Context: an optimization exercise on an open-source flow, tuned for small area and a short achievable clock period. The choices shown serve that exercise and are no tape-out recipe. The RTL was checked by simulation tests, not by an equivalence proof against the original design. In runs 4 to 6 the design's own scripts or RTL, not TritonCTS, make the clock network. The clock input has no modelled driver; a real chip could not lean on it and would need a root buffer or a full tree. No activity file was given, so power comes from the tool's default toggle rates.

<file path="flow/config.mk">
export PLATFORM = sky130hd
export DESIGN_NAME = sync_fifo_pro
export DESIGN_NICKNAME = sync_fifo_pro
export VERILOG_FILES = /design/flow/design.v
export SDC_FILE = /design/flow/constraint.sdc
export NUM_CORES = 4
export LEC_CHECK = 0
export CAP_MARGIN = 20
export CORE_MARGIN = 2
export CORE_UTILIZATION = 60
export CTS_BUF_LIST = sky130_fd_sc_hd__clkbuf_16
export CTS_CLUSTER_DIAMETER = 100
export CTS_CLUSTER_SIZE = 25
export SETUP_SLACK_MARGIN = 1.8
export SLEW_MARGIN = 20
</file>
<file path="flow/constraint.sdc">
create_clock -name core_clock -period 3.8 [get_ports {sys_clk}]
set_input_delay 0.7600 -clock core_clock [delete_from_list [all_inputs] [get_ports {sys_clk}]]
set_output_delay 0.7600 -clock core_clock [all_outputs]
set_load 0.01 [all_outputs]
</file>
<file path="flow/design.v">
package sync_fifo_pkg;
   typedef struct packed {
      logic full;
      logic empty;
      logic almost_full;
      logic almost_empty;
   } fifo_flags_t;
   localparam fifo_flags_t FLAGS_RST = 4'b0101;
   function automatic int clog2(input int value);
      int r;
      int v;
      r = 0;
      v = value - 1;
      while (v > 0) begin
         r = r + 1;
         v = v >> 1;
      end
      clog2 = r;
   endfunction
   function automatic bit is_pow2(input int value);
      is_pow2 = (value > 0) && ((value & (value - 1)) == 0);
   endfunction
   function automatic fifo_flags_t flags_from_count(input int count, input int depth,
                                                    input int af_level, input int ae_level);
      fifo_flags_t f;
      f.full         = (count == depth);
      f.empty        = (count == 0);
      f.almost_full  = (count >= af_level);
      f.almost_empty = (count <= ae_level);
      flags_from_count = f;
   endfunction
endpackage
module fifo_ram #(
   parameter int DATA_W = 8,
   parameter int NLO    = 16,
   parameter int NMID   = 2,
   parameter int NQ     = 8
) (
   input  logic                       sys_clk,
   input  logic [NMID*NQ-1:0]         whi,
   input  logic [NLO-1:0]             wlo,
   input  logic [DATA_W-1:0]          wdata,
   input  logic [NLO-1:0]             rlo,
   input  logic [NMID-1:0]            rmid,
   output logic [NQ-1:0][DATA_W-1:0]  cand
);
   localparam int NHI = NMID * NQ;
   logic [NHI-1:0][NLO-1:0][DATA_W-1:0] mem;
   logic [NHI-1:0][DATA_W-1:0] grp;
   for (genvar h = 0; h < NHI; h++) begin : g_hi
      for (genvar l = 0; l < NLO; l++) begin : g_lo
         always_ff @(posedge sys_clk) begin
            if (whi[h] && wlo[l]) mem[h][l] <= wdata;
         end
      end
      always_comb begin
         grp[h] = '0;
         for (int l = 0; l < NLO; l++) grp[h] = grp[h] | (mem[h][l] & {DATA_W{rlo[l]}});
      end
   end
   logic [NQ-1:0][DATA_W-1:0] cand_d;
   always_comb begin
      for (int q = 0; q < NQ; q++) begin
         cand_d[q] = '0;
         for (int m = 0; m < NMID; m++)
            cand_d[q] = cand_d[q] | (grp[q*NMID + m] & {DATA_W{rmid[m]}});
      end
   end
   always_ff @(posedge sys_clk) begin
      cand <= cand_d;
   end
endmodule
module sync_fifo_pro #(
   parameter int DATA_W   = 8,
   parameter int DEPTH    = 256,
   parameter int FWFT     = 0,
   parameter int AF_LEVEL = DEPTH - 4,
   parameter int AE_LEVEL = 4
) (
   input  logic                    sys_clk,
   input  logic                    sys_rst_n,
   input  logic                    clr,
   input  logic                    wr_en,
   input  logic [DATA_W-1:0]       wr_data,
   input  logic                    rd_en,
   output logic [DATA_W-1:0]       rd_data,
   output logic                    full,
   output logic                    empty,
   output logic                    almost_full,
   output logic                    almost_empty,
   output logic [sync_fifo_pkg::clog2(DEPTH):0]   data_count,
   output logic                    overflow,
   output logic                    underflow
);
   localparam int AW   = sync_fifo_pkg::clog2(DEPTH);
   localparam int NLO  = 16;
   localparam int NMID = 2;
   localparam int NQ   = 8;
   localparam int NHI  = NMID * NQ;
   if (DEPTH != 256) begin : g_bad_depth
      $error("sync_fifo_pro: this implementation is built for DEPTH 256");
   end
   if (FWFT != 0) begin : g_bad_fwft
      $error("sync_fifo_pro: only the standard (registered read data) mode is built");
   end
   logic [AW:0]       count_q;
   logic              full_q, nempty_q, af_q, nae_q;    
   logic              empty_q;
   assign empty_q = ~nempty_q;
   logic              overflow_q, underflow_q;
   logic [DATA_W-1:0] rd_q;
   logic rd_acc, wr_acc, inc, dec;
   assign rd_acc = rd_en & ~empty_q;
   assign wr_acc = wr_en & (~full_q | rd_en);
   assign inc    = wr_en & ~full_q & ~rd_acc;
   assign dec    = rd_acc & ~wr_en;
   logic [AW:0] cnt_p1, cnt_m1;
   logic        full_p1, af_p1, ae_p1;
   logic        empty_m1, af_m1, ae_m1;
   assign cnt_p1   = count_q + 1'b1;
   assign cnt_m1   = count_q - 1'b1;
   assign full_p1  = (count_q == (AW+1)'(DEPTH - 1));
   assign af_p1    = (count_q >= (AW+1)'(AF_LEVEL - 1));
   assign ae_p1    = (count_q <  (AW+1)'(AE_LEVEL));
   assign empty_m1 = (count_q == (AW+1)'(1));
   assign af_m1    = (count_q >  (AW+1)'(AF_LEVEL));
   assign ae_m1    = (count_q <= (AW+1)'(AE_LEVEL + 1));
   always_ff @(posedge sys_clk or negedge sys_rst_n) begin
      if (!sys_rst_n) begin
         count_q     <= '0;
         full_q      <= 1'b0;
         nempty_q    <= 1'b0;
         af_q        <= 1'b0;
         nae_q       <= 1'b0;
         overflow_q  <= 1'b0;
         underflow_q <= 1'b0;
      end else if (clr) begin
         count_q     <= '0;
         full_q      <= 1'b0;
         nempty_q    <= 1'b0;
         af_q        <= 1'b0;
         nae_q       <= 1'b0;
         overflow_q  <= 1'b0;
         underflow_q <= 1'b0;
      end else begin
         if (inc) begin
            count_q <= cnt_p1;
            full_q  <= full_p1;
            nempty_q <= 1'b1;
            af_q    <= af_p1;
            nae_q   <= ~ae_p1;
         end else if (dec) begin
            count_q <= cnt_m1;
            full_q  <= 1'b0;
            nempty_q <= ~empty_m1;
            af_q    <= af_m1;
            nae_q   <= ~ae_m1;
         end
         overflow_q  <= wr_en & full_q & ~rd_en;
         underflow_q <= rd_en & empty_q;
      end
   end
   logic              v0, v1;           
   logic [DATA_W-1:0] q0, q1;           
   logic              fv;               
   logic [2:0]        fq;               
   logic [NLO-1:0]    wlo;              
   logic [NHI-1:0]    whi;              
   logic [NLO-1:0]    rlo;              
   logic [NMID-1:0]   rmid;             
   logic [2:0]        rq;               
   logic [NQ-1:0][DATA_W-1:0] cand;
   logic n0, n1, n2;
   assign n2 = v1 | (v0 & fv);
   assign n0 = ~v0 & ~fv;
   assign n1 = ~n0 & ~n2;
   logic ram_ne;
   assign ram_ne = (count_q[AW:2] != '0) ||
                   (n0 & (count_q[1:0] != 2'b00)) ||
                   (n1 & count_q[1]) ||
                   (n2 & count_q[1] & count_q[0]);
   logic ok, issue, direct, to_ram;
   assign ok     = ~n2 | rd_acc;
   assign issue  = ram_ne & ok;
   assign direct = wr_acc & ~ram_ne & ok;
   assign to_ram = wr_acc & ram_ne | wr_acc & ~ok;
   logic a0, a2;
   assign a2 = n2 & ~rd_acc;
   assign a0 = n0 | (n1 & rd_acc);
   logic p0;
   assign p0 = rd_acc ? ~v1 : ~v0;
   logic [DATA_W-1:0] fword, first;
   assign fword = cand[fq];
   assign first = fv ? fword : wr_data;
   always_ff @(posedge sys_clk or negedge sys_rst_n) begin
      if (!sys_rst_n) begin
         v0 <= 1'b0;
         v1 <= 1'b0;
         fv <= 1'b0;
      end else if (clr) begin
         v0 <= 1'b0;
         v1 <= 1'b0;
         fv <= 1'b0;
      end else begin
         v0 <= ~a0 | direct;
         v1 <= a2 | (~a0 & direct);
         fv <= issue;
      end
   end
   always_ff @(posedge sys_clk) begin
      if (p0)          q0 <= first;
      else if (rd_acc) q0 <= q1;
      if (rd_acc || !v1) q1 <= p0 ? wr_data : first;
   end
   always_ff @(posedge sys_clk or negedge sys_rst_n) begin
      if (!sys_rst_n) begin
         wlo  <= NLO'(1);
         whi  <= NHI'(1);
         rlo  <= NLO'(1);
         rmid <= NMID'(1);
         rq   <= '0;
      end else if (clr) begin
         wlo  <= NLO'(1);
         whi  <= NHI'(1);
         rlo  <= NLO'(1);
         rmid <= NMID'(1);
         rq   <= '0;
      end else begin
         if (to_ram) begin
            wlo <= {wlo[NLO-2:0], wlo[NLO-1]};
            if (wlo[NLO-1]) whi <= {whi[NHI-2:0], whi[NHI-1]};
         end
         if (issue) begin
            rlo <= {rlo[NLO-2:0], rlo[NLO-1]};
            if (rlo[NLO-1]) begin
               rmid <= {rmid[NMID-2:0], rmid[NMID-1]};
               if (rmid[NMID-1]) rq <= rq + 1'b1;
            end
         end
      end
   end
   always_ff @(posedge sys_clk) begin
      fq <= rq;
   end
   fifo_ram #(
      .DATA_W (DATA_W),
      .NLO    (NLO),
      .NMID   (NMID),
      .NQ     (NQ)
   ) u_ram (
      .sys_clk (sys_clk),
      .whi     (whi),
      .wlo     (wlo),
      .wdata   (wr_data),
      .rlo     (rlo),
      .rmid    (rmid),
      .cand    (cand)
   );
   always_ff @(posedge sys_clk or negedge sys_rst_n) begin
      if (!sys_rst_n)  rd_q <= '0;
      else if (clr)    rd_q <= '0;
      else if (rd_acc) rd_q <= q0;
   end
   assign rd_data      = rd_q;
   assign full         = full_q;
   assign empty        = empty_q;
   assign almost_full  = af_q;
   assign almost_empty = ~nae_q;
   assign data_count   = count_q;
   assign overflow     = overflow_q;
   assign underflow    = underflow_q;
endmodule
</file>
<file path="flow/run.sh">
#!/bin/bash
# synth_recipe.tcl (not shown) runs the flow's synth.tcl, then flattens the netlist and writes it again
# the make line also repeats each setting of config.mk as NAME=value (left out here)
make -C /OpenROAD-flow-scripts/flow DESIGN_CONFIG=/design/flow/config.mk WORK_HOME=/design/flow/orfs CLKGATE_MAP_FILE= SYNTH_SCRIPT=/design/flow/synth_recipe.tcl finish
</file>
==> results of run 1 <==
==> cell type report <==
type / instances / area, µm² / share of cell area
timing repair buffer: 471 / 6670 / 0.0707
clock buffer: 101 / 2530 / 0.0268
sequential: 2210 / 65400 / 0.693
inverter: 12 / 50.0 / 0.000530
tap: 1768 / 2210 / 0.0234
antenna: 52 / 130 / 0.00138
multi-input combinational: 1759 / 17100 / 0.181
clock inverter: 71 / 289 / 0.00306
==> cells by family after synthesis <==
family,synth area share
adders and majority gates,0.000931
buffers and inverters,0.0148
DFF,0.810
AOI/OAI and AO/OA,0.124
muxes,0.0117
and+or+nand+nor,0.0371
xor gates and xnor gates,0.000978
==> worst reg2reg max path, delay by kind of cell, from the launching register on <==
| family | cells | cell delay, ps |
|---|---|---|
| simple gates | 1 | 220 |
| flops | 1 | 530 |
| buf+inv | 5 | 810 |
| compound gates | 2 | 580 |
==> power by group through the flow <==
stage	clock, W	sequential (W)	combinational, W
floorplan	0	0.0278	0.00293
global placement	0	0.0286	0.00483
detailed placement	0	0.0286	0.00485
CTS	0.0122	0.0277	0.00685
global route	0.0129	0.0278	0.00777
finish	0.0122	0.0278	0.00764
==> final timing paths <==
path | to | cells past startpoint | slack (ps)
worst max-delay path | data_count[5] | 3 | 1500
worst min-delay path | rd_q[7] | 1 | 40
worst min register to register | fq[2] | 0 | 460
worst max register to register | u_ram.cand[45] | 8 | 1520
min in group core_clock | overflow_q | 2 | 380
max in group asynchronous | wlo[12] | 1 | 3160
==> metrics by stage <==
stage | power [W] | util | setup WS [ps]
2_1_floorplan | 0.0307 | - | 1560
3_3_place_gp | 0.0335 | 0.626 | 848
3_5_place_dp | 0.0335 | 0.626 | 820
4_1_cts | 0.0468 | 0.690 | 1560
5_1_grt | 0.0485 | 0.706 | 1430
6_report | 0.0477 | 0.707 | 1500
==> state kept, by name (all words and copies together) (netlist names), 2 cells and up <==
signal	cells
rd_q	8
rq	3
q0	8
count_q	9
fq	3
rmid	2
u_ram.cand	64
q1	8
rlo	16
u_ram.mem	2048
whi	16
wlo	16
==> metal layers <==
layer,GRT usage,up-vias,wire length [µm],share of wire
met4,0.162,14,13100,0.048
met5,0,-,181,0.00067
li1,-,18700,-,-
met1,0.552,25100,101000,0.37
met3,0.0721,641,31100,0.11
met2,0.592,3455,125000,0.46
==> timing repair <==
action | in CTS | in global routing
pin swaps | 162 | 154
gates cloned | 30 | 7
setup endpoints to repair | 1086 | 182
gates resized for setup | 563 | 220
setup buffers | 189 | 80
==> placed cells by master (no fill, tap or decap), types with 65 or more instances in the layout <==
master and n:
nor2_1 65, a22o_1 576, edfxtp_1 2064, clkbuf_16 109, a221oi_1 186, dfxtp_1 65
and2_1 252, buf_6 87, a221oi_2 286, buf_12 110, nand4_1 128, buf_4 171
inv_1 76
==> impl_metrics.toml, run 1 <==
[setup_path]
crit_buf_inv = 3
end_kind = "output port"
crit_chain = "buf_4 -> buf_4 -> buf_6"
crit_required_ps = 3040
cp.arrival_ps = 1540
critPathLaunchType = "flip-flop"
critical_path.max_stage_delay_ps = 420
crit_type = "flip-flop to output port"
cp_top_family = "flip-flops"
r2r_start = "rlo[4]"
cpMostUsedCell = "buf_4"
cp_max_fo = 2
slowest_stage = "dfrtp_2"
crit_start = "count_q[5]"

[yosys]
synth_seq_area_share = 0.810
syn_inst = 4279
ys_types = 53
syn_nets = 4298
synth_top_area_cell = "edfxtp_1"
async_flop_share = 0.0357
synth_area_leaders = "edfxtp_1 (77%), a22o_1 (6.4%), a221oi_1 (5.6%)"
synth_edf_count = 2064
synth_top_area_share = 0.769
synth-warning-count = 2
syn_avg_cell_area_um2 = 18.8
yosys-top-cells-count = "edfxtp_1 (2064), a22o_1 (591), a221oi_1 (512)"
synth_top_flop_cell = "edfxtp_1"
synth.most_common_cell = "edfxtp_1"
syn_area_um2 = 80600
synth_seq_cells = 2210

[placed_design]
placed_cell_area_um2 = 83600
place_inst = 5914
hpwl_mm = 133
gp_congestion = 0.833
io_buffers = 35

[sta]
final-hold-violation-count = 0
worstMarginPinSlew_ps = 921
slew_headroom = 0.386
timing.hold.ws_ps = 37.2
period_share = 0.606
setup_tns_ps = 0
slew_violations = 0
setup_viol = 0
finClkSkew_ps = 20.2
rsz0062_at_grt = "yes"
fmaxAchievable_mhz = 434
final.min_clock_period_ps = 2300

[drt]
firstDrtPassIters = 9
viasPerCell = 7.43
vias = 47900
wl_per_cell_um = 42.0
wl_mm = 271
drc = 0
antenna_left = 0
drt_iter0_drc = 7835

[grt]
grt_pass1_wl_mm = 363
grt.overflow.total = 0
first_global_vias = 44500
track_usage = 0.386
grt_start_max_net_pins = 138
antenna_found_initial = 29

[floorplan]
start_util = 0.604
dieWidth_um = 371
die_h_um = 371
dieArea_um2 = 137000
rows = 134
io_pins = 36
core_um2 = 133000

[min_path]
min_path_type = "primary input to asynchronous set/reset pin"

[final_layout]
final_area_um2 = 94400
drive_gt1_frac = 0.226
stdcell_count = 6444
nets = 4571
n_fill_cell = 8375
syn_to_final_growth_pct = 17.1

[power]
power_frac_seq = 0.583
ir_worst_vdd_uv = 377
power.internal_w = 0.0352
netSwitchingPower_w = 0.0125
p_sw_frac = 0.262
power.density_nw_per_um2 = 505
clock_power_share = 0.257
power.static_leakage_nw = 30.7
p_comb_frac = 0.160

[cts]
clk_path_buf_depth = 3
cts_hold_buffers = 0
cts_tree = "built"
clk_latency_ps = 750
cts-root-buf = "clkbuf_16"
htree_levels = 3
numCtsBuffers = 98
cts.sinks = 2210
clk_pin_slew_ps = 100

[flow_run]
maxCapViolCount = 0

[run_status]
status = "finished clean"
==> run 2: changes to the inputs <==
--- a/flow/design.v
+++ b/flow/design.v
@@ -36,3 +36,4 @@
    parameter int NMID   = 2,
-   parameter int NQ     = 8
+   parameter int NQ     = 8,
+   parameter int NRC    = 4
 ) (
@@ -42,4 +43,4 @@
    input  logic [DATA_W-1:0]          wdata,
-   input  logic [NLO-1:0]             rlo,
-   input  logic [NMID-1:0]            rmid,
+   input  logic [NRC-1:0][NLO-1:0]    rlo,
+   input  logic [NRC-1:0][NMID-1:0]   rmid,
    output logic [NQ-1:0][DATA_W-1:0]  cand
@@ -55,5 +56,7 @@
       end
+      localparam int K = (h / NMID) * NRC / NQ;
       always_comb begin
          grp[h] = '0;
-         for (int l = 0; l < NLO; l++) grp[h] = grp[h] | (mem[h][l] & {DATA_W{rlo[l]}});
+         for (int l = 0; l < NLO; l++)
+            grp[h] = grp[h] | (mem[h][l] & {DATA_W{rlo[K][(l + K) % NLO]}});
       end
@@ -65,3 +68,3 @@
          for (int m = 0; m < NMID; m++)
-            cand_d[q] = cand_d[q] | (grp[q*NMID + m] & {DATA_W{rmid[m]}});
+            cand_d[q] = cand_d[q] | (grp[q*NMID + m] & {DATA_W{rmid[q * NRC / NQ][(m + q * NRC / NQ) % NMID]}});
       end
@@ -107,4 +110,9 @@
    logic              full_q, nempty_q, af_q, nae_q;    
-   logic              empty_q;
-   assign empty_q = ~nempty_q;
+   logic [AW:0]       ncnt_i;
+   logic              nfull_i, empty_i;
+   logic              ge4_i;            
+   logic [AW:0]       count_i;
+   logic              full_i;
+   assign count_i = ~ncnt_i;
+   assign full_i  = ~nfull_i;
    logic              overflow_q, underflow_q;
@@ -112,5 +120,5 @@
    logic rd_acc, wr_acc, inc, dec;
-   assign rd_acc = rd_en & ~empty_q;
-   assign wr_acc = wr_en & (~full_q | rd_en);
-   assign inc    = wr_en & ~full_q & ~rd_acc;
+   assign rd_acc = rd_en & ~empty_i;
+   assign wr_acc = wr_en & (~full_i | rd_en);
+   assign inc    = wr_en & ~full_i & ~rd_acc;
    assign dec    = rd_acc & ~wr_en;
@@ -119,10 +127,10 @@
    logic        empty_m1, af_m1, ae_m1;
-   assign cnt_p1   = count_q + 1'b1;
-   assign cnt_m1   = count_q - 1'b1;
-   assign full_p1  = (count_q == (AW+1)'(DEPTH - 1));
-   assign af_p1    = (count_q >= (AW+1)'(AF_LEVEL - 1));
-   assign ae_p1    = (count_q <  (AW+1)'(AE_LEVEL));
-   assign empty_m1 = (count_q == (AW+1)'(1));
-   assign af_m1    = (count_q >  (AW+1)'(AF_LEVEL));
-   assign ae_m1    = (count_q <= (AW+1)'(AE_LEVEL + 1));
+   assign cnt_p1   = count_i + 1'b1;
+   assign cnt_m1   = count_i - 1'b1;
+   assign full_p1  = (count_i == (AW+1)'(DEPTH - 1));
+   assign af_p1    = (count_i >= (AW+1)'(AF_LEVEL - 1));
+   assign ae_p1    = (count_i <  (AW+1)'(AE_LEVEL));
+   assign empty_m1 = (count_i == (AW+1)'(1));
+   assign af_m1    = (count_i >  (AW+1)'(AF_LEVEL));
+   assign ae_m1    = (count_i <= (AW+1)'(AE_LEVEL + 1));
    always_ff @(posedge sys_clk or negedge sys_rst_n) begin
@@ -130,4 +138,8 @@
          count_q     <= '0;
+         ncnt_i      <= '1;
          full_q      <= 1'b0;
+         nfull_i     <= 1'b1;
          nempty_q    <= 1'b0;
+         empty_i     <= 1'b1;
+         ge4_i       <= 1'b0;
          af_q        <= 1'b0;
@@ -138,4 +150,8 @@
          count_q     <= '0;
+         ncnt_i      <= '1;
          full_q      <= 1'b0;
+         nfull_i     <= 1'b1;
          nempty_q    <= 1'b0;
+         empty_i     <= 1'b1;
+         ge4_i       <= 1'b0;
          af_q        <= 1'b0;
@@ -147,4 +163,8 @@
             count_q <= cnt_p1;
+            ncnt_i  <= ~cnt_p1;
             full_q  <= full_p1;
+            nfull_i <= ~full_p1;
             nempty_q <= 1'b1;
+            empty_i <= 1'b0;
+            ge4_i   <= (count_i >= (AW+1)'(3));
             af_q    <= af_p1;
@@ -153,4 +173,8 @@
             count_q <= cnt_m1;
+            ncnt_i  <= ~cnt_m1;
             full_q  <= 1'b0;
+            nfull_i <= 1'b1;
             nempty_q <= ~empty_m1;
+            empty_i <= empty_m1;
+            ge4_i   <= (count_i >= (AW+1)'(5));
             af_q    <= af_m1;
@@ -158,4 +182,4 @@
          end
-         overflow_q  <= wr_en & full_q & ~rd_en;
-         underflow_q <= rd_en & empty_q;
+         overflow_q  <= wr_en & full_i & ~rd_en;
+         underflow_q <= rd_en & empty_i;
       end
@@ -168,4 +192,9 @@
    logic [NHI-1:0]    whi;              
-   logic [NLO-1:0]    rlo;              
-   logic [NMID-1:0]   rmid;             
+   localparam int NRC = 4;
+   logic [NRC-1:0][NLO-1:0]  rlo;
+   logic [NRC-1:0][NMID-1:0] rmid;
+   logic [NLO-1:0]    rlo0;             
+   logic [NMID-1:0]   rmid0;
+   assign rlo0  = rlo[0];
+   assign rmid0 = rmid[0];
    logic [2:0]        rq;               
@@ -177,6 +206,6 @@
    logic ram_ne;
-   assign ram_ne = (count_q[AW:2] != '0) ||
-                   (n0 & (count_q[1:0] != 2'b00)) ||
-                   (n1 & count_q[1]) ||
-                   (n2 & count_q[1] & count_q[0]);
+   assign ram_ne = ge4_i ||
+                   (n0 & (count_i[1:0] != 2'b00)) ||
+                   (n1 & count_i[1]) ||
+                   (n2 & count_i[1] & count_i[0]);
    logic ok, issue, direct, to_ram;
@@ -218,4 +247,6 @@
          whi  <= NHI'(1);
-         rlo  <= NLO'(1);
-         rmid <= NMID'(1);
+         for (int k = 0; k < NRC; k++) begin
+            rlo[k]  <= NLO'(1) << k;
+            rmid[k] <= NMID'(1) << (k % NMID);
+         end
          rq   <= '0;
@@ -224,4 +255,6 @@
          whi  <= NHI'(1);
-         rlo  <= NLO'(1);
-         rmid <= NMID'(1);
+         for (int k = 0; k < NRC; k++) begin
+            rlo[k]  <= NLO'(1) << k;
+            rmid[k] <= NMID'(1) << (k % NMID);
+         end
          rq   <= '0;
@@ -233,7 +266,7 @@
          if (issue) begin
-            rlo <= {rlo[NLO-2:0], rlo[NLO-1]};
-            if (rlo[NLO-1]) begin
-               rmid <= {rmid[NMID-2:0], rmid[NMID-1]};
-               if (rmid[NMID-1]) rq <= rq + 1'b1;
+            for (int k = 0; k < NRC; k++) begin
+               rlo[k] <= {rlo[k][NLO-2:0], rlo[k][NLO-1]};
+               if (rlo0[NLO-1]) rmid[k] <= {rmid[k][NMID-2:0], rmid[k][NMID-1]};
             end
+            if (rlo0[NLO-1] && rmid0[NMID-1]) rq <= rq + 1'b1;
          end
@@ -248,3 +281,4 @@
       .NMID   (NMID),
-      .NQ     (NQ)
+      .NQ     (NQ),
+      .NRC    (NRC)
    ) u_ram (
@@ -265,3 +299,3 @@
    assign full         = full_q;
-   assign empty        = empty_q;
+   assign empty        = ~nempty_q;
    assign almost_full  = af_q;
--- a/flow/config.mk
+++ b/flow/config.mk
@@ -9,7 +9,7 @@
 export CORE_MARGIN = 2
-export CORE_UTILIZATION = 60
+export CORE_UTILIZATION = 66
 export CTS_BUF_LIST = sky130_fd_sc_hd__clkbuf_16
 export CTS_CLUSTER_DIAMETER = 100
-export CTS_CLUSTER_SIZE = 25
-export SETUP_SLACK_MARGIN = 1.8
+export CTS_CLUSTER_SIZE = 22
+export SETUP_SLACK_MARGIN = 1.75
 export SLEW_MARGIN = 20
==> run 2 against run 1 <==
Effect of this change: utilization increased by 2.5 points; critical path depth decreased by 1; area after synthesis increased by 3.7%; critical path type unchanged; clock power increased by 7%; cell count about the same; still clean; worst setup slack improved by 120 ps.
==> impl_metrics.toml, run 2 <==
[yosys]
synth-warning-count = 2
synth_seq_cells = 2276
syn_nets = 4676
synth_top_area_share = 0.741
yosys-top-cells-count = "edfxtp_1 (2064), a22o_1 (576), a221oi_1 (512)"
syn_avg_cell_area_um2 = 18.0
synth_top_flop_cell = "edfxtp_1"
synth.most_common_cell = "edfxtp_1"
syn_inst = 4657
synth_top_area_cell = "edfxtp_1"
syn_area_um2 = 83600
ys_types = 62
synth_seq_area_share = 0.801
synth_area_leaders = "edfxtp_1 (74%), a22o_1 (6.0%), a221oi_1 (5.4%)"
async_flop_share = 0.0637
synth_edf_count = 2064

[grt]
grt_start_max_net_pins = 107
track_usage = 0.358
first_global_vias = 44300
grt_pass1_wl_mm = 329
antenna_found_initial = 18
grt.overflow.total = 0

[final_layout]
final-seq-area_um2 = 67200
multi_input_area_um2 = 16300
final_area_um2 = 92000
drive_gt1_frac = 0.153
n_fill_cell = 7578
final_cell_mix = "edfxtp_1 (2064), a22o_1 (566), a221oi_1 (368)"
regMostFlops = "u_ram.mem"
syn_to_final_growth_pct = 10.1
final_common_cell = "edfxtp_1"
stdcell_count = 6441
largest_register_ffs = 2048
nets = 4731
top_regs = "u_ram.mem x2048, rlo x64, u_ram.cand x64"

[floorplan]
io_pins = 36
dieWidth_um = 360
rows = 130
dieArea_um2 = 130000
core_um2 = 126000
die_h_um = 360
start_util = 0.665

[power]
p_sw_frac = 0.235
finalPower_w = 0.0456
netSwitchingPower_w = 0.0107
power.static_leakage_nw = 29.6
p_comb_frac = 0.095
ir_worst_vdd_uv = 521
power_frac_seq = 0.619
clock_power_share = 0.286
power.density_nw_per_um2 = 495
power.internal_w = 0.0349

[drt]
viasPerCell = 7.41
drc = 0
drt_iter0_drc = 7813
firstDrtPassIters = 6
vias = 47700
wl_mm = 236
wl_per_cell_um = 36.6
antenna_left = 0

[sta]
slew_headroom = 0.294
period_share = 0.576
finClkSkew_ps = 30.0
fmaxAchievable_mhz = 457
final-hold-violation-count = 0
setup_tns_ps = 0
rsz0062_at_grt = "yes"
setup_viol = 0
slew_violations = 0
worstMarginPinSlew_ps = 1060
final.min_clock_period_ps = 2190

[cts]
cts.sinks = 2276
clk_latency_ps = 760
clk_pin_slew_ps = 100
cts_hold_buffers = 0
cts_tree = "built"
cts-root-buf = "clkbuf_16"
numCtsBuffers = 113
clk_path_buf_depth = 3
htree_levels = 3

[setup_path]
critPathLaunchType = "flip-flop"
crit_start = "nempty_q"
cp.arrival_ps = 1430
end_kind = "output port"
r2r_start = "rlo[1]"
crit_required_ps = 3040
crit_type = "flip-flop to output port"
cp_max_fo = 2

[placed_design]
io_buffers = 35
place_inst = 6132
placed_cell_area_um2 = 86000
hpwl_mm = 137
gp_congestion = 0.865

[min_path]
min_path_type = "primary input to asynchronous set/reset pin"

[flow_run]
maxCapViolCount = 0

[run_status]
status = "finished clean"
## run 2: power by group through the flow
stage               Sequential, W  Clock (W)  Combinational, W
detailed placement         0.0288          0           0.00364
finish                     0.0282     0.0130           0.00433
CTS                        0.0282     0.0130           0.00393
floorplan                  0.0283          0           0.00211
global route               0.0282     0.0138           0.00449
global placement           0.0288          0           0.00360
## run 2: cell families (layout without fill, tap and decap cells)
group / count (synthesis) / count (layout) / share of synthesized area
AOI/OAI and AO/OA: 1251 / 1252 / 0.126
xor gates and xnor gates: 7 / 7 / 0.000733
adders and majority gates: 6 / 6 / 0.000898
buffers and inverters: 372 / 477 / 0.0182
DFF: 2276 / 2276 / 0.801
muxes: 64 / 64 / 0.0101
other: 0 / 28 / 0
and+or+nand+nor: 681 / 681 / 0.0433
## run 2: area by class of cell
cell class / instances / share of cell area
flip-flops and latches: 2276 / 0.730
multi-input cells: 2010 / 0.177
repair buffers: 302 / 0.0354
clock buffers: 117 / 0.0318
well taps: 1650 / 0.0224
clock inverters: 49 / 0.00224
diodes: 28 / 0.000761
inverters: 9 / 0.000394
## run 2: metal layers
metal | track usage | vias up | wire, µm
li1 | - | 19300 | -
met1 | 0.534 | 24700 | 90500
met2 | 0.550 | 3319 | 111000
met3 | 0.0645 | 395 | 27800
met4 | 0.108 | 8 | 6810
met5 | 0 | - | 51
## run 2: worst paths after layout
check	endpoint	slack (ps)	cells past startpoint
setup / recovery	empty	1610	2
hold / removal	rlo[32]	50	1
setup reg to reg	u_ram.cand[3]	1630	5
hold reg to reg	fq[1]	410	0
max in group asynchronous	rmid[3]	2810	2
min in group core_clock	full_q	380	2
## run 2: worst max-delay path, stage by stage, from the launching register on
cell and delay (ps):
dfrtp_1 390, inv_2 140, buf_6 130
## run 2: repair_timing
action | 4_1_cts | 5_1_grt
buffers inserted | 69 | 39
gates cloned | 2 | 5
pin swaps | 56 | 56
hold endpoints to repair | 0 | 0
resized for setup | 366 | 124
setup endpoints to repair | 597 | 188
## run 2: through the flow
| stage | util | hold slack [ps] | setup slack (ps) |
|---|---|---|---|
| floorplan | - | 366 | 1730 |
| global placement | 0.684 | 380 | 721 |
| detailed placement | 0.684 | 385 | 709 |
| CTS | 0.723 | 69.6 | 1560 |
| global route | 0.732 | 120 | 1590 |
| finish | 0.732 | 46.3 | 1610 |
==> run 3: changes to the inputs <==
--- a/flow/design.v
+++ b/flow/design.v
@@ -49,3 +49,5 @@
    logic [NHI-1:0][NLO-1:0][DATA_W-1:0] mem;
-   logic [NHI-1:0][DATA_W-1:0] grp;
+   if (NMID != 2 || NLO != 16) begin : g_bad_shape
+      $error("fifo_ram: the stage-1 select is built for NLO 16 and NMID 2");
+   end
    for (genvar h = 0; h < NHI; h++) begin : g_hi
@@ -56,15 +58,24 @@
       end
-      localparam int K = (h / NMID) * NRC / NQ;
-      always_comb begin
-         grp[h] = '0;
-         for (int l = 0; l < NLO; l++)
-            grp[h] = grp[h] | (mem[h][l] & {DATA_W{rlo[K][(l + K) % NLO]}});
-      end
    end
    logic [NQ-1:0][DATA_W-1:0] cand_d;
-   always_comb begin
-      for (int q = 0; q < NQ; q++) begin
-         cand_d[q] = '0;
-         for (int m = 0; m < NMID; m++)
-            cand_d[q] = cand_d[q] | (grp[q*NMID + m] & {DATA_W{rmid[q * NRC / NQ][(m + q * NRC / NQ) % NMID]}});
+   for (genvar q = 0; q < NQ; q++) begin : g_q
+      localparam int K = q * NRC / NQ;
+      for (genvar b = 0; b < DATA_W; b++) begin : g_b
+         logic [NMID-1:0] gn;                        
+         for (genvar m = 0; m < NMID; m++) begin : g_m
+            localparam int H = q * NMID + m;
+            logic [1:0] oct;                         
+            for (genvar o = 0; o < 2; o++) begin : g_oct
+               logic [7:0] sel, dat;
+               for (genvar j = 0; j < 8; j++) begin : g_j
+                  assign sel[j] = rlo[K][(8*o + j + K) % NLO];
+                  assign dat[j] = mem[H][8*o + j][b];
+               end
+               fifo_sel8 u_oct (.s (sel), .d (dat), .y (oct[o]));
+            end
+            fifo_oai21 u_grp (
+               .a1 (oct[0]), .a2 (oct[1]), .b (rmid[K][(m + K) % NMID]),
+               .y  (gn[m]));
+         end
+         fifo_nand2 u_out (.a (gn[0]), .b (gn[1]), .y (cand_d[q][b]));
       end
@@ -75,2 +86,28 @@
 endmodule
+module fifo_sel8 (
+   input  logic [7:0] s,
+   input  logic [7:0] d,
+   output logic       y
+);
+   logic [3:0] pn;
+   for (genvar k = 0; k < 4; k++) begin : g_k
+      assign pn[k] = ~((s[2*k] & d[2*k]) | (s[2*k+1] & d[2*k+1]));
+   end
+   assign y = ~(&pn);
+endmodule
+module fifo_oai21 (
+   input  logic a1,
+   input  logic a2,
+   input  logic b,
+   output logic y
+);
+   assign y = ~((a1 | a2) & b);
+endmodule
+module fifo_nand2 (
+   input  logic a,
+   input  logic b,
+   output logic y
+);
+   assign y = ~(a & b);
+endmodule
 module sync_fifo_pro #(
--- a/flow/config.mk
+++ b/flow/config.mk
@@ -9,7 +9,8 @@
 export CORE_MARGIN = 2
-export CORE_UTILIZATION = 66
+export CORE_UTILIZATION = 60
 export CTS_BUF_LIST = sky130_fd_sc_hd__clkbuf_16
 export CTS_CLUSTER_DIAMETER = 100
-export CTS_CLUSTER_SIZE = 22
-export SETUP_SLACK_MARGIN = 1.75
+export CTS_CLUSTER_SIZE = 25
+export SETUP_SLACK_MARGIN = 1.6
 export SLEW_MARGIN = 20
+export SYNTH_HIERARCHICAL = 1
==> run 3 against run 2 <==
Effect of this change: critical path depth is the same; design area is 3.8% lower; via count down 6.6%; utilization shrank 8.0 points; maximum frequency fell by 0.48%; critical endpoint is now u_ram.mem[1007]; largest power group unchanged.
==> impl_metrics.toml, run 3 <==
[run_status]
status = "finished clean"

[power]
power.internal_w = 0.0342
power.static_leakage_nw = 27.7
p_sw_frac = 0.245
power.density_nw_per_um2 = 511
ir_worst_vdd_uv = 483
clock_power_share = 0.274
netSwitchingPower_w = 0.0111
power_frac_seq = 0.637
p_comb_frac = 0.088

[sta]
final.min_clock_period_ps = 2200
slew_violations = 0
period_share = 0.578
worst_slack_ps = 1600
timing.hold.ws_ps = 428
setup_tns_ps = 0
worstMarginPinSlew_ps = 1130
slew_headroom = 0.245
fmaxAchievable_mhz = 455
rsz0062_at_grt = "yes"
final-hold-violation-count = 0
finClkSkew_ps = 28.4
setup_viol = 0

[final_layout]
largest_register_ffs = 2048
nets = 4715
stdcell_count = 6549
final_common_cell = "edfxtp_1"
fin_util = 0.652
drive_gt1_frac = 0.0781
n_fill_cell = 9386
syn_to_final_growth_pct = 7.68
regMostFlops = "u_ram.mem"
top_regs = "u_ram.mem x2048, rlo x64, u_ram.cand x64"
final_cell_mix = "edfxtp_1 (2064), a22oi_1 (1025), and2_1 (259)"

[grt]
first_global_vias = 42400
grt.overflow.total = 0
grt_util_met2 = 0.468
gr-usage-met1 = 0.449
busiest_layer = "met2"
grt_start_max_net_pins = 117
use_met3 = 0.0311
grt_pass1_wl_mm = 301
antenna_found_initial = 21
track_usage = 0.296

[min_path]
min_path_type = "flip-flop to flip-flop"

[setup_path]
cp_max_fo = 11
crit_buf_inv = 1
crit_required_ps = 4200
crit_chain = "buf_4 -> and2_1"
cp.arrival_ps = 2600
slowest_stage = "dfrtp_1"
end_kind = "flip-flop"
critical_path.max_stage_delay_ps = 990
crit_type = "flip-flop to flip-flop"
critPathLaunchType = "flip-flop"
cp_top_family = "flip-flops"

[drt]
antenna_left = 0
drc = 0
viasPerCell = 6.80
wl_per_cell_um = 32.0
vias = 44500
firstDrtPassIters = 7
wl_mm = 209
drt_iter0_drc = 6269

[yosys]
synth_seq_area_share = 0.814
synth_edf_count = 2064
synth_area_leaders = "edfxtp_1 (75%), a22oi_1 (9.4%), dfrtp_1 (3.8%)"
syn_nets = 4521
syn_inst = 4502
ys_types = 65
syn_avg_cell_area_um2 = 18.3
synth-warning-count = 8
async_flop_share = 0.0637
synth_top_area_share = 0.753
synth_seq_cells = 2276
synth_top_area_cell = "edfxtp_1"
synth_top_flop_cell = "edfxtp_1"
synth.most_common_cell = "edfxtp_1"
yosys-top-cells-count = "edfxtp_1 (2064), a22oi_1 (1025), and2_1 (260)"
syn_area_um2 = 82300

[placed_design]
pre_cts_ws_ps = 636
hpwl_mm = 128
io_buffers = 35
gp_congestion = 0.843
place_inst = 6353

[floorplan]
start_util = 0.606
rows = 135
dieArea_um2 = 140000
dieWidth_um = 374
core_um2 = 136000
die_h_um = 374
io_pins = 36

[cts]
cts-root-buf = "clkbuf_16"
clk_pin_slew_ps = 100
clk_latency_ps = 760
numCtsBuffers = 101
clk_path_buf_depth = 3
cts.sinks = 2276
htree_levels = 3
cts_tree = "built"

[flow_run]
maxCapViolCount = 0
-- run 3: worst paths after layout --
check	end	startpoint	slack (ps)	cells after the start
max	u_ram.mem[1007]	wlo[13]	1600	2
min	fq[1]	rq[1]	430	0
max reg2reg	u_ram.mem[1007]	wlo[13]	1600	2
min reg2reg	fq[1]	rq[1]	430	0
max in group asynchronous	rmid[3]	sys_rst_n	2280	4
min in group asynchronous	rq[0]	sys_rst_n	500	2
-- run 3: worst register-to-register path, delay by kind of cell (launching register included) --
family / cells / cell delay, ps
buffers and inverters: 1 / 400
flip-flops: 1 / 990
AND/OR/NAND/NOR: 1 / 470
-- run 3: cells by family after synthesis --
kind of cell / after synthesis / synth area share
muxes: 45 / 0.00794
DFF: 2276 / 0.814
buffers and inverters: 91 / 0.00783
AOI/OAI and AO/OA: 1343 / 0.118
and+or+nand+nor: 733 / 0.0505
adders and majority gates: 6 / 0.000913
xor gates and xnor gates: 8 / 0.000852
-- run 3: what timing repair did --
| action | CTS | global route |
|---|---|---|
| buffers inserted | 13 | 4 |
| endpoints found under the hold margin | 0 | 22 |
| resized for setup | 95 | 19 |
| endpoints found under the setup margin | 177 | 109 |
| pin swaps | 3 | 2 |
| hold buffers | 0 | 1 |
| cloned | 2 | 0 |
-- run 3: modules after synthesis (local to each module, per instance), a selection --
| module | flops+latches | area, µm² | times used | cells |
|---|---|---|---|---|
| fifo_nand2 | 0 | 3.75 | 64 | 1 |
| fifo_sel8 | 0 | 36.3 | 256 | 5 |
| sync_fifo_pro | 164 | 7380 | 1 | 630 |
| fifo_oai21 | 0 | 5.00 | 128 | 1 |
-- run 3: power groups by stage --
| stage | Sequential (W) | Clock, W | Combinational [W] |
|---|---|---|---|
| after floorplan | 0.0288 | 0 | 0.00186 |
| after global placement | 0.0294 | 0 | 0.00375 |
| after detailed placement | 0.0294 | 0 | 0.00378 |
| after CTS | 0.0288 | 0.0125 | 0.00391 |
| after global routing | 0.0289 | 0.0133 | 0.00420 |
| final | 0.0288 | 0.0124 | 0.00399 |
-- run 3: stage by stage --
stage | total power [W] | area, µm²
6_report | 0.0452 | 88600
4_1_cts | 0.0452 | 88400
2_1_floorplan | 0.0307 | 82300
3_3_place_gp | 0.0331 | 85400
5_1_grt | 0.0464 | 88600
3_5_place_dp | 0.0332 | 85400
-- run 3: metal layers --
metal  up-vias  part of all wire
li1      19200                 -
met1     23100              0.42
met2      2000              0.48
met3       245             0.081
met4         0             0.025
met5         -                 0
-- run 3: cell type report --
type | instances | area (µm²) | share of cell area
sequential | 2276 | 67000 | 0.757
multi-input combinational | 2135 | 14700 | 0.166
inverter | 8 | 42.5 | 0.000480
antenna | 6 | 15.0 | 0.000169
clock buffer | 104 | 2600 | 0.0294
clock inverter | 65 | 302 | 0.00340
timing repair buffer | 173 | 1630 | 0.0184
tap | 1781 | 2230 | 0.0252
timing repair inverter | 1 | 5.00 | 0.0000565
==> run 4: changes to the inputs <==
==> flow/flow/run.sh (new file) <==
#!/bin/bash
set -euo pipefail
here=$(pwd)
bash standard.sh "PRE_CTS_TCL=$here/flow/mycts.tcl" finish > "$here/standard_flow.log" 2>&1
==> flow/flow/mycts.tcl (new file) <==
# Two-level clock tree, built in place of TritonCTS (sourced as the PRE_CTS hook).
# The clock port drives one buffer per quadrant of the sinks; each of those drives
# leaf buffers, each leaf drives a compact group of at most LEAF_MAX clock pins.
# Groups are made by recursive bisection of the sink locations, so the tree is
# balanced: every sink sees the same two buffer stages.
set LEAF_MAX 24
set BUF sky130_fd_sc_hd__clkbuf_16

set db [ord::get_db]
set block [ord::get_db_block]
set master [$db findMaster $BUF]
set clk_net [$block findNet sys_clk]

# Sinks: every instance pin on the clock net.
set sinks {}
foreach it [$clk_net getITerms] {
   set inst [$it getInst]
   set bb [$inst getBBox]
   set x [expr {([$bb xMin] + [$bb xMax]) / 2}]
   set y [expr {([$bb yMin] + [$bb yMax]) / 2}]
   lappend sinks [list $it $x $y]
}
puts "mycts: [llength $sinks] clock sinks"

# Split a list of {it x y} into k groups by recursive bisection along the wider side.
proc bisect {items k} {
   if {$k <= 1} { return [list $items] }
   set xs [lmap e $items {lindex $e 1}]
   set ys [lmap e $items {lindex $e 2}]
   set dx [expr {[tcl::mathfunc::max {*}$xs] - [tcl::mathfunc::min {*}$xs]}]
   set dy [expr {[tcl::mathfunc::max {*}$ys] - [tcl::mathfunc::min {*}$ys]}]
   set idx [expr {$dx >= $dy ? 1 : 2}]
   set sorted [lsort -integer -index $idx $items]
   set k1 [expr {$k / 2}]
   set n1 [expr {int(round(double([llength $items]) * $k1 / $k))}]
   set a [lrange $sorted 0 [expr {$n1 - 1}]]
   set b [lrange $sorted $n1 end]
   return [concat [bisect $a $k1] [bisect $b [expr {$k - $k1}]]]
}

proc centroid {items} {
   set sx 0.0; set sy 0.0
   foreach e $items { set sx [expr {$sx + [lindex $e 1]}]; set sy [expr {$sy + [lindex $e 2]}] }
   set n [llength $items]
   return [list [expr {int($sx / $n)}] [expr {int($sy / $n)}]]
}

proc add_buf {block master name x y} {
   set inst [odb::dbInst_create $block $master $name]
   $inst setLocation $x $y
   $inst setPlacementStatus PLACED
   return $inst
}

proc add_net {block name} {
   set net [odb::dbNet_create $block $name]
   $net setSigType CLOCK
   return $net
}

set quads [bisect $sinks 4]
set qi 0
set nleaf 0
foreach quad $quads {
   set k [expr {int(ceil(double([llength $quad]) / $LEAF_MAX))}]
   set groups [bisect $quad $k]
   set leaf_pts {}
   foreach g $groups { lappend leaf_pts [concat [list {}] [centroid $g]] }
   lassign [centroid $leaf_pts] qx qy
   set qbuf [add_buf $block $master "mycts_q${qi}" $qx $qy]
   [$qbuf findITerm A] connect $clk_net
   set qnet [add_net $block "mycts_q${qi}_net"]
   [$qbuf findITerm X] connect $qnet
   set li 0
   foreach g $groups {
      lassign [centroid $g] lx ly
      set lbuf [add_buf $block $master "mycts_q${qi}_l${li}" $lx $ly]
      [$lbuf findITerm A] connect $qnet
      set lnet [add_net $block "mycts_q${qi}_l${li}_net"]
      [$lbuf findITerm X] connect $lnet
      foreach e $g {
         set it [lindex $e 0]
         $it disconnect
         $it connect $lnet
      }
      incr li
      incr nleaf
   }
   puts "mycts: quadrant $qi: [llength $quad] sinks, $li leaf buffers"
   incr qi
}
puts "mycts: $nleaf leaf buffers"

# The tree is built: keep TritonCTS out of it, and time with propagated clocks.
rename clock_tree_synthesis tritoncts_clock_tree_synthesis
proc clock_tree_synthesis {args} {
   puts "mycts: clock tree built by the PRE_CTS hook; TritonCTS not run"
   set_propagated_clock [all_clocks]
}
==> flow/standard.sh (new file) <==
#!/bin/bash
# synth_recipe.tcl (not shown) runs the flow's synth.tcl, then flattens the netlist and writes it again
# the make line also repeats each setting of config.mk as NAME=value (left out here)
make -C /OpenROAD-flow-scripts/flow DESIGN_CONFIG=/design/flow/config.mk WORK_HOME=/design/flow/orfs CLKGATE_MAP_FILE= SYNTH_SCRIPT=/design/flow/synth_recipe.tcl "${@:-finish}"
--- a/flow/config.mk
+++ b/flow/config.mk
@@ -10,6 +10,3 @@
 export CORE_UTILIZATION = 60
-export CTS_BUF_LIST = sky130_fd_sc_hd__clkbuf_16
-export CTS_CLUSTER_DIAMETER = 100
-export CTS_CLUSTER_SIZE = 25
-export SETUP_SLACK_MARGIN = 1.6
+export SETUP_SLACK_MARGIN = 1.85
 export SLEW_MARGIN = 20
removed: flow/run.sh
==> run 4 against run 3 <==
Effect of this change: still clean; hold slack worse by 310 ps; first-iteration DRC count down 0.13%; area after synthesis unchanged; sequential share of layout area down 0.28 points; synthesized cell count unchanged; die area unchanged; clock skew down 11 ps; maximum frequency up 3.6%; critical path depth up 7; via count up 0.22%; register-to-register slack better by 80 ps; critical endpoint is now rlo[27].
==> impl_metrics.toml, run 4 <==
[yosys]
synth_seq_cells = 2276
yosys-top-cells-count = "edfxtp_1 (2064), a22oi_1 (1025), and2_1 (260)"
syn_area_um2 = 82300
syn_inst = 4502
synth_seq_area_share = 0.814
syn_nets = 4521
synth_edf_count = 2064
synth_top_area_cell = "edfxtp_1"
ys_types = 65
async_flop_share = 0.0637
synth_top_flop_cell = "edfxtp_1"
syn_avg_cell_area_um2 = 18.3
synth.most_common_cell = "edfxtp_1"
synth_area_leaders = "edfxtp_1 (75%), a22oi_1 (9.4%), dfrtp_1 (3.8%)"
synth_top_area_share = 0.753
synth-warning-count = 8

[power]
power.density_nw_per_um2 = 501
ir_worst_vdd_uv = 523
power.static_leakage_nw = 27.6

[floorplan]
rows = 135
dieWidth_um = 374
die_h_um = 374
dieArea_um2 = 140000
io_pins = 36
start_util = 0.606
core_um2 = 136000

[drt]
viasPerCell = 6.85
firstDrtPassIters = 5
wl_mm = 207
drt_iter0_drc = 6261
antenna_left = 0
drc = 0
wl_per_cell_um = 31.7
vias = 44600

[sta]
slew_violations = 0
rsz0062_at_grt = "yes"
finClkSkew_ps = 17.6
slew_headroom = 0.329
setup_viol = 0
final-hold-violation-count = 0
worstMarginPinSlew_ps = 1010
fmaxAchievable_mhz = 472
period_share = 0.558
final.min_clock_period_ps = 2120
setup_tns_ps = 0

[grt]
grt.overflow.total = 0
grt_pass1_wl_mm = 298
track_usage = 0.289
first_global_vias = 42300
antenna_found_initial = 17
grt_start_max_net_pins = 111

[final_layout]
drive_gt1_frac = 0.103
final_cell_mix = "edfxtp_1 (2064), a22oi_1 (1023), nand4_1 (256)"
top_regs = "u_ram.mem x2048, rlo x64, u_ram.cand x64"
final_common_cell = "edfxtp_1"
final_area_um2 = 89000
syn_to_final_growth_pct = 8.24
largest_register_ffs = 2048
nets = 4754
n_fill_cell = 9274
regMostFlops = "u_ram.mem"

[min_path]
min_path_type = "primary input to asynchronous set/reset pin"

[run_status]
status = "finished clean"

[setup_path]
crit_type = "flip-flop to flip-flop"
cp.arrival_ps = 2650
end_kind = "flip-flop"
critPathLaunchType = "flip-flop"
cp_max_fo = 7
crit_required_ps = 4330

[placed_design]
hpwl_mm = 124
io_buffers = 35
placed_cell_area_um2 = 85400
gp_congestion = 0.843

[cts]
clk_latency_ps = 600
clk_pin_slew_ps = 100

[flow_run]
maxCapViolCount = 0
[run 4: metal layers]
| layer | vias up | track usage | wire length (µm) |
|---|---|---|---|
| li1 | 19200 | - | - |
| met1 | 23300 | 0.449 | 87700 |
| met2 | 1934 | 0.453 | 97600 |
| met3 | 219 | 0.0284 | 16400 |
| met4 | 0 | 0.0606 | 5080 |
| met5 | - | 0 | 0 |
[run 4: cells by family (layout without fill, tap and decap cells)]
logic type	Yosys count	in the layout	share of synthesized area
flops	2276	2276	0.814
compound gates	1343	1343	0.118
mux	45	45	0.00794
fa+ha+maj	6	6	0.000913
simple gates	733	734	0.0505
other cells	0	6	0
xor+xnor	8	8	0.000852
buf+inv	91	321	0.00783
[run 4: what timing repair did]
| item | 4_1_cts | 5_1_grt |
|---|---|---|
| pin swaps | 13 | 36 |
| hold buffers | 0 | 0 |
| setup buffers | 51 | 17 |
| endpoints found under the setup margin | 1135 | 244 |
| gates cloned | 4 | 5 |
| endpoints found under the hold margin | 0 | 0 |
| resized for setup | 179 | 86 |
[run 4: path summary, 6_finish.rpt]
check | to | depth (start not counted) | slack (ps) | startpoint
worst max-delay path | rlo[27] | 9 | 1680 | fv
worst min register to register | fq[2] | 0 | 400 | rq[2]
min in group core_clock | fq[2] | 0 | 400 | rq[2]
max in group asynchronous | whi[0] | 2 | 2830 | sys_rst_n
worst max register to register | rlo[27] | 9 | 1680 | fv
worst min-delay path | af_q | 1 | 120 | sys_rst_n
[run 4: final cells by class]
class / instances / area (µm²) / area share
multi-input combinational: 2136 / 14900 / 0.168
sequential: 2276 / 67100 / 0.754
timing repair inverter: 2 / 32.5 / 0.000365
tap: 1781 / 2230 / 0.0250
buffer: 100 / 2500 / 0.0281
inverter: 8 / 45.0 / 0.000506
timing repair buffer: 211 / 2140 / 0.0240
antenna: 6 / 15.0 / 0.000169
[run 4: where the power goes]
part           total, W  switching [W]  internal [W]
registers        0.0289        0.00104        0.0279
clock network    0.0116        0.00700       0.00463
logic           0.00410        0.00257       0.00153
total            0.0446         0.0106        0.0340
[run 4: metrics by stage]
stage	total power [W]	std cells	hold slack, ps	worst slack, ps	utilization
2_1_floorplan	0.0307	4502	361	1750	-
3_3_place_gp	0.0329	6337	374	591	0.628
3_5_place_dp	0.0330	6337	383	502	0.628
4_1_cts	0.0444	6492	115	1750	0.652
5_1_grt	0.0458	6517	154	1650	0.656
6_report	0.0446	6520	120	1680	0.656
[run 4: critical path: stages, from the launching register on]
cell       delay (ps)
dfrtp_4           520
a21o_1            220
a211o_4           360
buf_6             130
a21oi_4           160
buf_6             140
nand2_8            80
clkinv_8          110
clkbuf_16         160
a22o_1            140
[run 4: per-module statistics from Yosys (local to each module, per instance), a selection]
module	times used	area, µm²
sync_fifo_pro	1	7380
fifo_sel8	256	36.3
fifo_oai21	128	5.00
fifo_nand2	64	3.75
==> run 5: changes to the inputs <==
--- a/flow/design.v
+++ b/flow/design.v
@@ -226,2 +226,3 @@
    logic              fv;               
+   logic              rne_q;            
    logic [2:0]        fq;               
@@ -242,8 +243,8 @@
    assign n1 = ~n0 & ~n2;
-   logic ram_ne;
-   assign ram_ne = ge4_i ||
-                   (n0 & (count_i[1:0] != 2'b00)) ||
-                   (n1 & count_i[1]) ||
-                   (n2 & count_i[1] & count_i[0]);
+   logic ram_ne, rge2;
+   assign rge2 = ge4_i ||
+                 (n0 & count_i[1]) ||
+                 (n1 & count_i[1] & count_i[0]);
    logic ok, issue, direct, to_ram;
+   assign ram_ne = rne_q;
    assign ok     = ~n2 | rd_acc;
@@ -265,2 +266,3 @@
          fv <= 1'b0;
+         rne_q <= 1'b0;
       end else if (clr) begin
@@ -269,2 +271,3 @@
          fv <= 1'b0;
+         rne_q <= 1'b0;
       end else begin
@@ -273,2 +276,4 @@
          fv <= issue;
+         if (to_ram && !issue)      rne_q <= 1'b1;
+         else if (issue && !to_ram) rne_q <= rge2;
       end
--- a/flow/config.mk
+++ b/flow/config.mk
@@ -10,3 +10,3 @@
 export CORE_UTILIZATION = 60
-export SETUP_SLACK_MARGIN = 1.85
+export SETUP_SLACK_MARGIN = 1.95
 export SLEW_MARGIN = 20
==> run 5 against run 4 <==
Effect of this change: maximum frequency increased by 5.5%; die area is 0.39% higher; area after synthesis is 0.39% higher; via count increased by 3.8%; still clean.
==> impl_metrics.toml, run 5 <==
[run_status]
status = "finished clean"

[floorplan]
rows = 136
core_um2 = 137000
start_util = 0.603
die_h_um = 375
dieArea_um2 = 141000
dieWidth_um = 375
io_pins = 36

[sta]
worstMarginPinSlew_ps = 1100
setup_tns_ps = 0
rsz0062_at_grt = "yes"
slew_violations = 0
finClkSkew_ps = 31.0
final.min_clock_period_ps = 2010
setup_viol = 0
slew_headroom = 0.268
period_share = 0.529
fmaxAchievable_mhz = 497
timing.hold.ws_ps = 137
final-hold-violation-count = 0

[setup_path]
r2r_start = "rlo[2]"
reg2reg_to = "u_ram.cand[4]"
crit_chain = "buf_6"
end_kind = "output port"
ff2ff_path_depth = 5
crit_required_ps = 3040
critPathLaunchType = "flip-flop"
cp_max_fo = 2
cp-endpoint = "rd_data[4]"
cp.depth = 1
crit_buf_inv = 1
crit_type = "flip-flop to output port"
cp.arrival_ps = 1250
crit_start = "rd_q[4]"
cp_top_family = "flip-flops"
critical_path.max_stage_delay_ps = 490
r2r_slack_ps = 1820
slowest_stage = "dfrtp_2"

[grt]
grt_start_max_net_pins = 138
grt.overflow.total = 0
track_usage = 0.309
grt_pass1_wl_mm = 314
first_global_vias = 43600
antenna_found_initial = 16

[yosys]
synthMuxAreaShare = 0.00650
synth_top_flop_cell = "edfxtp_1"
syn_nets = 4659
syn_area_um2 = 82600
synth_top_area_cell = "edfxtp_1"
ys_types = 66
synth_area_leaders = "edfxtp_1 (75%), a22oi_1 (9.3%), dfrtp_1 (3.8%)"
synth_top_family_by_area = "compound AO/OA/AOI/OAI gates"
synth_xor_area_frac = 0.000848
synth_seq_area_share = 0.811
synthSimpleGateAreaFrac = 0.0574
synth_edf_count = 2064
synth-warning-count = 8
synthAdderAreaFrac = 0.000879
synth.most_common_cell = "edfxtp_1"
yosys-top-cells-count = "edfxtp_1 (2064), a22oi_1 (1025), nand2_1 (287)"
syn_avg_cell_area_um2 = 17.8
synth_compound_area_frac = 0.115
syn_inst = 4641
synth_top_area_share = 0.750
synth_seq_cells = 2277
async_flop_share = 0.0641

[power]
power_frac_seq = 0.682
power.internal_w = 0.0323
p_sw_frac = 0.198
ir_worst_vdd_uv = 561
power.density_nw_per_um2 = 445
power.static_leakage_nw = 28.0
p_comb_frac = 0.029
netSwitchingPower_w = 0.00799
clock_power_share = 0.289
finalPower_w = 0.0403

[drt]
firstDrtPassIters = 6
viasPerCell = 6.87
drc = 0
wl_mm = 224
wl_per_cell_um = 33.2
drt_iter0_drc = 6116
antenna_left = 0
vias = 46300

[final_layout]
top_regs = "u_ram.mem x2048, rlo x64, u_ram.cand x64"
final_area_um2 = 90700
nets = 4962
final_common_cell = "edfxtp_1"
final_cell_mix = "edfxtp_1 (2064), a22oi_1 (995), nand2_1 (262)"
largest_register_ffs = 2048
n_fill_cell = 9276
drive_gt1_frac = 0.138
syn_to_final_growth_pct = 9.86
regMostFlops = "u_ram.mem"
stdcell_count = 6747

[placed_design]
place_inst = 6488
io_buffers = 35
hpwl_mm = 129
gp_congestion = 0.830
placed_cell_area_um2 = 85700

[min_path]
min_path_type = "primary input to asynchronous set/reset pin"

[flow_run]
maxCapViolCount = 0

[cts]
clk_pin_slew_ps = 90
clk_latency_ps = 620
run 5: cell count changes after synthesis, sizes merged, moves of 14 or more:
| cell | change |
|---|---|
| o21ai | -19 |
| a22o | -59 |
| nor2 | -14 |
| a21oi | +81 |
| mux2i | -14 |
| nand2 | +156 |
run 5: layout make-up:
type                       instances  area (µm²)  share of cell area
antenna                           11        27.5            0.000303
timing repair buffer             292        3170              0.0349
sequential                      2277       67200               0.741
multi-input combinational       2267       15500               0.171
inverter                           6        22.5            0.000248
tap                             1794        2240              0.0247
buffer                           100        2500              0.0276
run 5: power groups by stage:
stage          Combinational (W)  Clock [W]  Sequential [W]
2_1_floorplan           0.000384          0          0.0280
3_3_place_gp             0.00101          0          0.0281
3_5_place_dp             0.00103          0          0.0281
4_1_cts                  0.00112     0.0117          0.0275
5_1_grt                  0.00125     0.0125          0.0275
6_report                 0.00117     0.0117          0.0275
run 5: cell families (layout without fill, tap and decap cells):
group / count (synthesis) / in the layout
and+or+nand+nor: 882 / 883
xor gates and xnor gates: 8 / 8
DFF: 2277 / 2277
buffers and inverters: 99 / 398
other: 0 / 11
AOI/OAI and AO/OA: 1338 / 1338
adders and majority gates: 6 / 6
muxes: 31 / 32
run 5: worst min-delay path by stage:
stage	end	slack (ps)	depth (start not counted)
global placement	fq[2]	380	0
global route	count_q[0]	190	1
finish	count_q[0]	140	1
floorplan	fq[2]	370	0
CTS	count_q[0]	190	1
detailed placement	fq[2]	390	0
run 5: timing repair:
| item | in CTS | in global routing |
|---|---|---|
| hold buffers | 0 | 0 |
| pin swaps | 31 | 73 |
| buffers inserted | 81 | 63 |
| endpoints found under the setup margin | 1618 | 227 |
| cloned | 1 | 3 |
| resized for setup | 282 | 119 |
run 5: Yosys stat by module (local to each module, per instance), excerpt:
module | flops+latches | cells inside
fifo_nand2 | 0 | 1
fifo_oai21 | 0 | 1
sync_fifo_pro | 165 | 769
fifo_sel8 | 0 | 5
run 5: metrics by stage:
| stage | setup WS [ps] | utilization |
|---|---|---|
| 3_5_place_dp | 756 | 0.626 |
| 3_3_place_gp | 812 | 0.625 |
| 5_1_grt | 1780 | 0.662 |
| 6_report | 1790 | 0.662 |
| 4_1_cts | 1670 | 0.654 |
| 2_1_floorplan | 1720 | - |
run 5: per-layer routing:
layer | GRT usage | part of all wire | vias up
li1 | - | - | 19700
met1 | 0.466 | 0.41 | 24100
met2 | 0.488 | 0.47 | 2270
met3 | 0.0351 | 0.088 | 298
met4 | 0.0789 | 0.032 | 6
met5 | 0 | 0.00014 | -
==> run 6: changes to the inputs <==
--- a/flow/config.mk
+++ b/flow/config.mk
@@ -10,3 +10,3 @@
 export CORE_UTILIZATION = 60
-export SETUP_SLACK_MARGIN = 1.95
+export SETUP_SLACK_MARGIN = 1.85
 export SLEW_MARGIN = 20
==> run 6 against run 5 <==
Effect of this change: synthesized cell count did not move; first-iteration DRC count fell by 4.2%; clock skew fell by 12 ps.
==> impl_metrics.toml, run 6 <==
[yosys]
yosys-top-cells-count = "edfxtp_1 (2064), a22oi_1 (1025), nand2_1 (287)"
synth_seq_cells = 2277
synth_top_area_share = 0.750
async_flop_share = 0.0641
synth_top_area_cell = "edfxtp_1"
syn_nets = 4659
ys_types = 66
syn_inst = 4641
synth-warning-count = 8
synth.most_common_cell = "edfxtp_1"
synth_area_leaders = "edfxtp_1 (75%), a22oi_1 (9.3%), dfrtp_1 (3.8%)"
synth_seq_area_share = 0.811
syn_area_um2 = 82600
synth_top_flop_cell = "edfxtp_1"
syn_avg_cell_area_um2 = 17.8
synth_edf_count = 2064

[setup_path]
crit_buf_inv = 1
cp.arrival_ps = 1250
critical_path.max_stage_delay_ps = 500
crit_chain = "buf_6"
r2r_start = "rlo[45]"
cp_max_fo = 2
critPathLaunchType = "flip-flop"
crit_start = "rd_q[7]"
end_kind = "output port"
r2r_slack_ps = 1820
reg2reg_to = "u_ram.cand[36]"
slowest_stage = "dfrtp_2"
ff2ff_path_depth = 5
crit_required_ps = 3040
crit_type = "flip-flop to output port"
cp-endpoint = "rd_data[7]"
cp_top_family = "flip-flops"
cp.depth = 1

[power]
ir_worst_vdd_uv = 540
power.static_leakage_nw = 27.2
finalPower_w = 0.0402
power.density_nw_per_um2 = 452

[final_layout]
n_antenna_cell = 0
drive_gt1_frac = 0.104
top_regs = "u_ram.mem x2048, rlo x64, u_ram.cand x64"
largest_register_ffs = 2048
regMostFlops = "u_ram.mem"
final_common_cell = "edfxtp_1"
n_fill_cell = 9346
stdcell_count = 6633
nets = 4859
final_cell_mix = "edfxtp_1 (2064), a22oi_1 (1023), nand2_1 (282)"
syn_to_final_growth_pct = 7.64

[placed_design]
io_buffers = 35
place_inst = 6484
pre_cts_ws_ps = 523
gp_congestion = 0.827
hpwl_mm = 127

[drt]
drt_iter0_drc = 5858
wl_per_cell_um = 32.0
drc = 0
firstDrtPassIters = 6
viasPerCell = 6.84
wl_mm = 213
vias = 45300
antenna_left = 0

[sta]
slew_headroom = 0.153
finClkSkew_ps = 19.0
slew_violations = 0
setup_viol = 0
final-hold-violation-count = 0
final.min_clock_period_ps = 2010
fmaxAchievable_mhz = 497
worstMarginPinSlew_ps = 1270
rsz0062_at_grt = "yes"
setup_tns_ps = 0
worst_slack_ps = 1790
period_share = 0.529

[grt]
grt_start_max_net_pins = 126
first_global_vias = 43000
track_usage = 0.296
grt.overflow.total = 0
antenna_found_initial = 17
grt_pass1_wl_mm = 304

[floorplan]
die_h_um = 375
dieWidth_um = 375
start_util = 0.603
core_um2 = 137000
rows = 136
io_pins = 36
dieArea_um2 = 141000

[cts]
clk_latency_ps = 610
clk_pin_slew_ps = 100
cts_hold_buffers = 0

[flow_run]
maxCapViolCount = 0

[min_path]
min_path_type = "primary input to asynchronous set/reset pin"

[run_status]
status = "finished clean"
==> run 6: cell counts after synthesis <==
No cell type changed its count.
==> run 6: worst min-delay path by stage <==
stage | from | cells after the start | end | slack, ps
2_1_floorplan | rq[2] | 0 | fq[2] | 370
3_3_place_gp | rq[2] | 0 | fq[2] | 380
3_5_place_dp | rq[2] | 0 | fq[2] | 380
4_1_cts | sys_rst_n | 1 | full_q | 240
5_1_grt | sys_rst_n | 1 | full_q | 270
6_report | sys_rst_n | 1 | full_q | 220
==> run 6: report_power, final <==
part	leakage [nW]	switching, W	internal, W
combinational	5.04	0.000763	0.000294
sequential	21.0	0.000156	0.0274
clock	1.23	0.00696	0.00463
total	27.2	0.00788	0.0323
==> run 6: timing repair <==
action,in CTS,in global routing
setup buffers,35,14
setup endpoints to repair,807,161
hold endpoints to repair,0,0
resized for setup,208,58
pin swaps,13,10
==> run 6: layout make-up <==
| cell class | instances | area (µm²) | area share |
|---|---|---|---|
| sequential | 2277 | 67200 | 0.756 |
| multi-input combinational | 2265 | 15200 | 0.171 |
| buffer | 100 | 2500 | 0.0281 |
| tap | 1794 | 2240 | 0.0252 |
| timing repair buffer | 191 | 1770 | 0.0199 |
| inverter | 6 | 26.3 | 0.000296 |
==> run 6: per-layer routing <==
layer,GRT usage,share of wire
met4,0.0593,0.025
met3,0.0293,0.077
met1,0.455,0.42
met5,0,0.00028
met2,0.471,0.47
==> run 6: stage by stage <==
step                hold slack (ps)  cell area (µm²)   util
floorplan                       365            82600      -
finish                          217            88900  0.649
CTS                             244            88600  0.647
detailed placement              382            85600  0.625
global placement                379            85600  0.625
global route                    274            88900  0.649
==> run 6: cell families after synthesis <==
group	count (synthesis)	synth area share
DFF	2277	0.811
AOI/OAI and AO/OA	1338	0.115
and+or+nand+nor	882	0.0574
buffers and inverters	99	0.00845
muxes	31	0.00650
xor gates and xnor gates	8	0.000848
adders and majority gates	6	0.000879
==> run 6: modules after synthesis, one instance, submodules excluded, a selection <==
module	cells inside	times used	area [µm²]	flip-flops and latches
fifo_oai21	1	128	5.00	0
sync_fifo_pro	769	1	7710	165
fifo_nand2	1	64	3.75	0
fifo_sel8	5	256	36.3	0

what the ideal ports hide:
The results above use ideal ports. As a check the final layouts listed here were re-extracted and re-timed, cells and wires unchanged.
Step 1, drivers: a clkbuf_16 drives sys_clk and a buf_2 each remaining input, both assumed.
Step 2 adds t to the input delays and takes it off the output delays; t is the mean of the earliest and latest rising clock arrival at the registers after step 1. Input paths then give back, and output paths get back, about the clock's delay inside the block.
Three values: ideal ports, drivers, drivers and shift; two values: the first two.
run	t, ns	slack for setup (ns)	hold slack, ns	worst setup path after step 2	worst register clock-pin slew, ns
run 1	0.823	1.496 / 1.420 / 1.172	0.037 / 0.001 / 0.463	input to register	0.11 / 0.11
run 2	0.836	1.613 / 1.530 / 1.069	0.046 / 0.005 / 0.405	input to register	0.10 / 0.10
run 3	0.829	1.602 / 1.568 / 0.909	0.428 / 0.420 / 0.428	input to register	0.10 / 0.10
run 4	0.768	1.679 / 1.655 / 1.162	0.120 / 0.008 / 0.403	input to register	0.10 / 0.10
run 5	0.786	1.790 / 1.609 / 1.427	0.137 / -0.003 / 0.413	input to register	0.10 / 0.10
run 6	0.770	1.789 / 1.615 / 1.280	0.217 / 0.083 / 0.408	input to register	0.10 / 0.10
After both steps setup and hold are still met in every run listed. The setup slack of run 3, which loses most, moves by -0.034 ns with the drivers and by -0.693 ns with both steps.
